This design comes from an exercise in tuning for small area and a short achievable clock period on the open sky130 flow, not from production work.
Function was checked by simulation only, so behaviour that the tests miss may differ from the original.
Power is estimated from default activity; no workload was simulated.

==> flow/design.v (excerpt) <==
module instr_mem_responder #(
    parameter int              ADDR_W   = 16,
    parameter int              DATA_W   = 16,
    parameter int              DEPTH    = 256,
    parameter int              LATENCY  = 2,
    parameter logic [DATA_W-1:0] OOR_WORD = '0
) (
    input  logic                  clock,
    input  logic                  reset,
    input  logic [ADDR_W-1:0]     PC,
    input  logic                  instrmem_rd,
    input  logic                  load_en,
    input  logic [ADDR_W-1:0]     load_addr,
    input  logic [DATA_W-1:0]     load_data,
    output logic [DATA_W-1:0]     instr_dout,
    output logic                  complete_instr,
    output logic                  busy,
    output logic                  addr_err,
    output logic [31:0]           fetch_count
);
    logic [15:0] wb_hi, wb_lo;    
    logic [15:0] wb_data;
    logic [15:0] sel_lo, sel_hi;
    logic        oor_q;
    logic        wait_q, resp_q, busy_q, err_q;
    logic [15:0] dout_q;
    logic [31:0] count;
    logic [15:0] mem [256];
    logic [15:0] rd_word;
    always_ff @(posedge clock) begin
        for (int i = 0; i < 16; i++) begin
            wb_hi[i] <= load_en && (load_addr[15:8] == 8'd0) && (load_addr[7:4] == 4'(i));
            wb_lo[i] <= (load_addr[3:0] == 4'(i));
        end
        wb_data <= load_data;
        oor_q   <= (PC[15:8] != 8'd0);
        for (int i = 0; i < 16; i++) begin
            sel_lo[i] <= (PC[3:0] != 4'(i));
            sel_hi[i] <= !((PC[7:4] == 4'(i)) && (PC[15:8] == 8'd0));
        end
    end
    for (genvar w = 0; w < 256; w++) begin : g_word
        always_ff @(posedge clock) begin
            if (wb_hi[w/16] && wb_lo[w%16]) begin
                mem[w] <= wb_data;
            end
        end
    end
    always_comb begin
        rd_word = '1;
        for (int i = 0; i < 16; i++) begin
            logic [15:0] part;
            part = '1;
  ...
For scale: roughly 8,500 cells after synthesis, ~4,200 flip-flops, ~100 I/O pins, ~0.15 sq mm of cells after synthesis.
clock: 6.0 ns
lec_check: 0
abc_clock_period_in_ps: 2500
cap_margin: 20
core_margin: 2
core_utilization: 48
cts_cluster_diameter: 100
cts_cluster_size: 25
place_density: 0.62
setup_slack_margin: 3.3
slew_margin: 20
run.sh (not shown) runs the stock make flow with config.mk's settings and CLKGATE_MAP_FILE= SYNTH_SCRIPT=/design/flow/synth_recipe.tcl, a recipe that flattens the netlist after the stock synthesis.
The baseline ran to the end with violations: antenna violations.
Edit:
- CORE_UTILIZATION: 48 -> 40
- PLACE_DENSITY: 0.62 -> unset
- SETUP_SLACK_MARGIN: 3.3 -> 3.5
=>
- The changed run finished with timing, DRC and antenna clean
- cell count is higher by 6.3%
- first-iteration DRC count drops by 6.8%
- hold slack is better by 0.029 ns
- sequential power barely changes
Edit:
- PLACE_DENSITY: unset -> 0.72
=> The changed run finished but failed the layout checks on antenna violations; cell count increases by 0.79%; count of clock-buffer cells in the layout came out higher by 13; worst hold slack is worse by 0.023 ns; worst setup slack degrades by 0.16 ns; synthesized cell count is unchanged; design area came out higher by 1.2%.
Edit:
- PLACE_DENSITY: 0.72 -> unset
- SETUP_SLACK_MARGIN: 3.5 -> 3.8
=>
- The new run went through all stages and came out clean
- worst hold slack is better by 0.10 ns
- critical path depth rose by 7
- sequential share of layout area fell by 0.85 points
- die area stays the same
- register-to-register slack is better by 0.12 ns
- sequential power stays flat
- synthesized cell count does not change
- final area rose by 1.2%
- cell count rose by 0.88%
- global-route usage rose by 2.3 points
- worst setup slack is better by 0.12 ns

========
Another version of the RTL of instr_mem_responder (not shown whole).
Size: about 7700 cells after synthesis, roughly 100 I/O pins.
Design instr_mem_responder, start of the top module:
module instr_mem_responder #(
    parameter int              ADDR_W   = 16,
    parameter int              DATA_W   = 16,
    parameter int              DEPTH    = 256,
    parameter int              LATENCY  = 2,
    parameter logic [DATA_W-1:0] OOR_WORD = '0
) (
    input  logic                  clock,
    input  logic                  reset,
    input  logic [ADDR_W-1:0]     PC,
    input  logic                  instrmem_rd,
    input  logic                  load_en,
    input  logic [ADDR_W-1:0]     load_addr,
    input  logic [DATA_W-1:0]     load_data,
    output logic [DATA_W-1:0]     instr_dout,
    output logic                  complete_instr,
    output logic                  busy,
    output logic                  addr_err,
    output logic [31:0]           fetch_count
);
clock: 6.0 ns
lec_check: 0
abc_clock_period_in_ps: 2500
cap_margin: 20
core_margin: 2
core_utilization: 40
setup_slack_margin: 3.5
slew_margin: 20
Rerun with:
Settings changed: ABC_CLOCK_PERIOD_IN_PS 2500 to 2800, SETUP_SLACK_MARGIN 3.5 to 3.0.
Cell area fell by a few percent.
Count of clock-buffer cells in the layout does not change.
Clock skew barely changes.
Hold slack got worse by 0.089 ns.
Flip-flop and latch count is unchanged.
Critical path depth falls by 6.
Power shrinks slightly.
Non-clock buffer count came out lower by 280.
Global-route usage falls by 1.7 points.
Combinational power goes down by about a fifth.
Die area does not change.

========
== the baseline ==
instr_mem_responder with an RTL version that a note above also has.
Size in the first run: about 4200 flip-flops, roughly 100 I/O pins, ~150000 µm² of cells after synthesis.
make LEC_CHECK=0 ABC_CLOCK_PERIOD_IN_PS=2500 CAP_MARGIN=20 CORE_MARGIN=2 CORE_UTILIZATION=40 CTS_CLUSTER_DIAMETER=80 CTS_CLUSTER_SIZE=20 SETUP_SLACK_MARGIN=3.3 SLEW_MARGIN=20 finish   # period 6.0 ns
Relative to the baseline, the following input files were edited for the candidate:
diff --git a/flow/config.mk b/flow/config.mk
--- a/flow/config.mk
+++ b/flow/config.mk
@@ -11,4 +11,4 @@
 export CORE_UTILIZATION = 40
-export CTS_CLUSTER_DIAMETER = 80
-export CTS_CLUSTER_SIZE = 20
+export CTS_CLUSTER_DIAMETER = 100
+export CTS_CLUSTER_SIZE = 25
 export SETUP_SLACK_MARGIN = 3.3
## What came out
Looking at area added between synthesis and finish, the candidate sits below the baseline.
Side by side, worst path setup slack after routing turned out higher in the candidate than in the baseline.
On the candidate: via count of the first global-routing pass is 1009 lower than what the baseline gave.
Going from the baseline to the candidate, area of all sequential standard cells closely matched the old numbers; total power decreased by about 4% relative to the old numbers; clock network latency to the later pin of the worst-skew pair decreased by 0.03 ns relative to the old numbers.
Reported for the baseline and the candidate, count of multi-input combinational gates turned out identical to the last digit.
Looking at detailed-route wire length across both flows, the candidate is the stronger of the two, with the baseline trailing.
Between the candidate and the baseline, the maximum frequency does not differ in any meaningful way.

==> port drivers added, routing unchanged <==
Ports are ideal in the flow. The routed layouts listed here were re-timed in OpenROAD.
Step 1 sets driving cells, clkbuf_16 on the clock port and buf_2 on the other inputs (assumed; they add their load-dependent delay and slew).
Step 2 moves the port delays by t, midway between the first and last clock arrival at a register: inputs arrive t later, outputs are due t later. That takes back most of the time a late clock gives input paths.
a / b / c = ideal ports / drivers / drivers and shift; a / b = the first two.
run | shift t [ns] | setup slack, ns | latest minus earliest clock arrival (ns)
the first run of note 1 | 1.069 | 2.878 / 2.878 / 2.800 | 0.090 / 0.091
the second run of note 1 | 1.036 | 2.954 / 2.954 / 2.522 | 0.082 / 0.082
the third run of note 1 | 1.035 | 2.790 / 2.790 / 2.668 | 0.124 / 0.124
the fourth run of note 1 | 1.067 | 2.907 / 2.907 / 2.907 | 0.082 / 0.082
the first run of note 2 | 1.078 | 3.014 / 2.986 / 3.014 | 0.059 / 0.060
the second run of note 2 | 1.063 | 2.795 / 2.795 / 2.795 | 0.057 / 0.057
the baseline | 1.069 | 2.847 / 2.847 / 2.497 | 0.064 / 0.064
the candidate | 1.037 | 2.854 / 2.854 / 2.566 | 0.080 / 0.080
For the second run of note 1, which loses most, drivers alone change the setup slack by 0.000 ns; drivers and shift together by -0.432 ns.
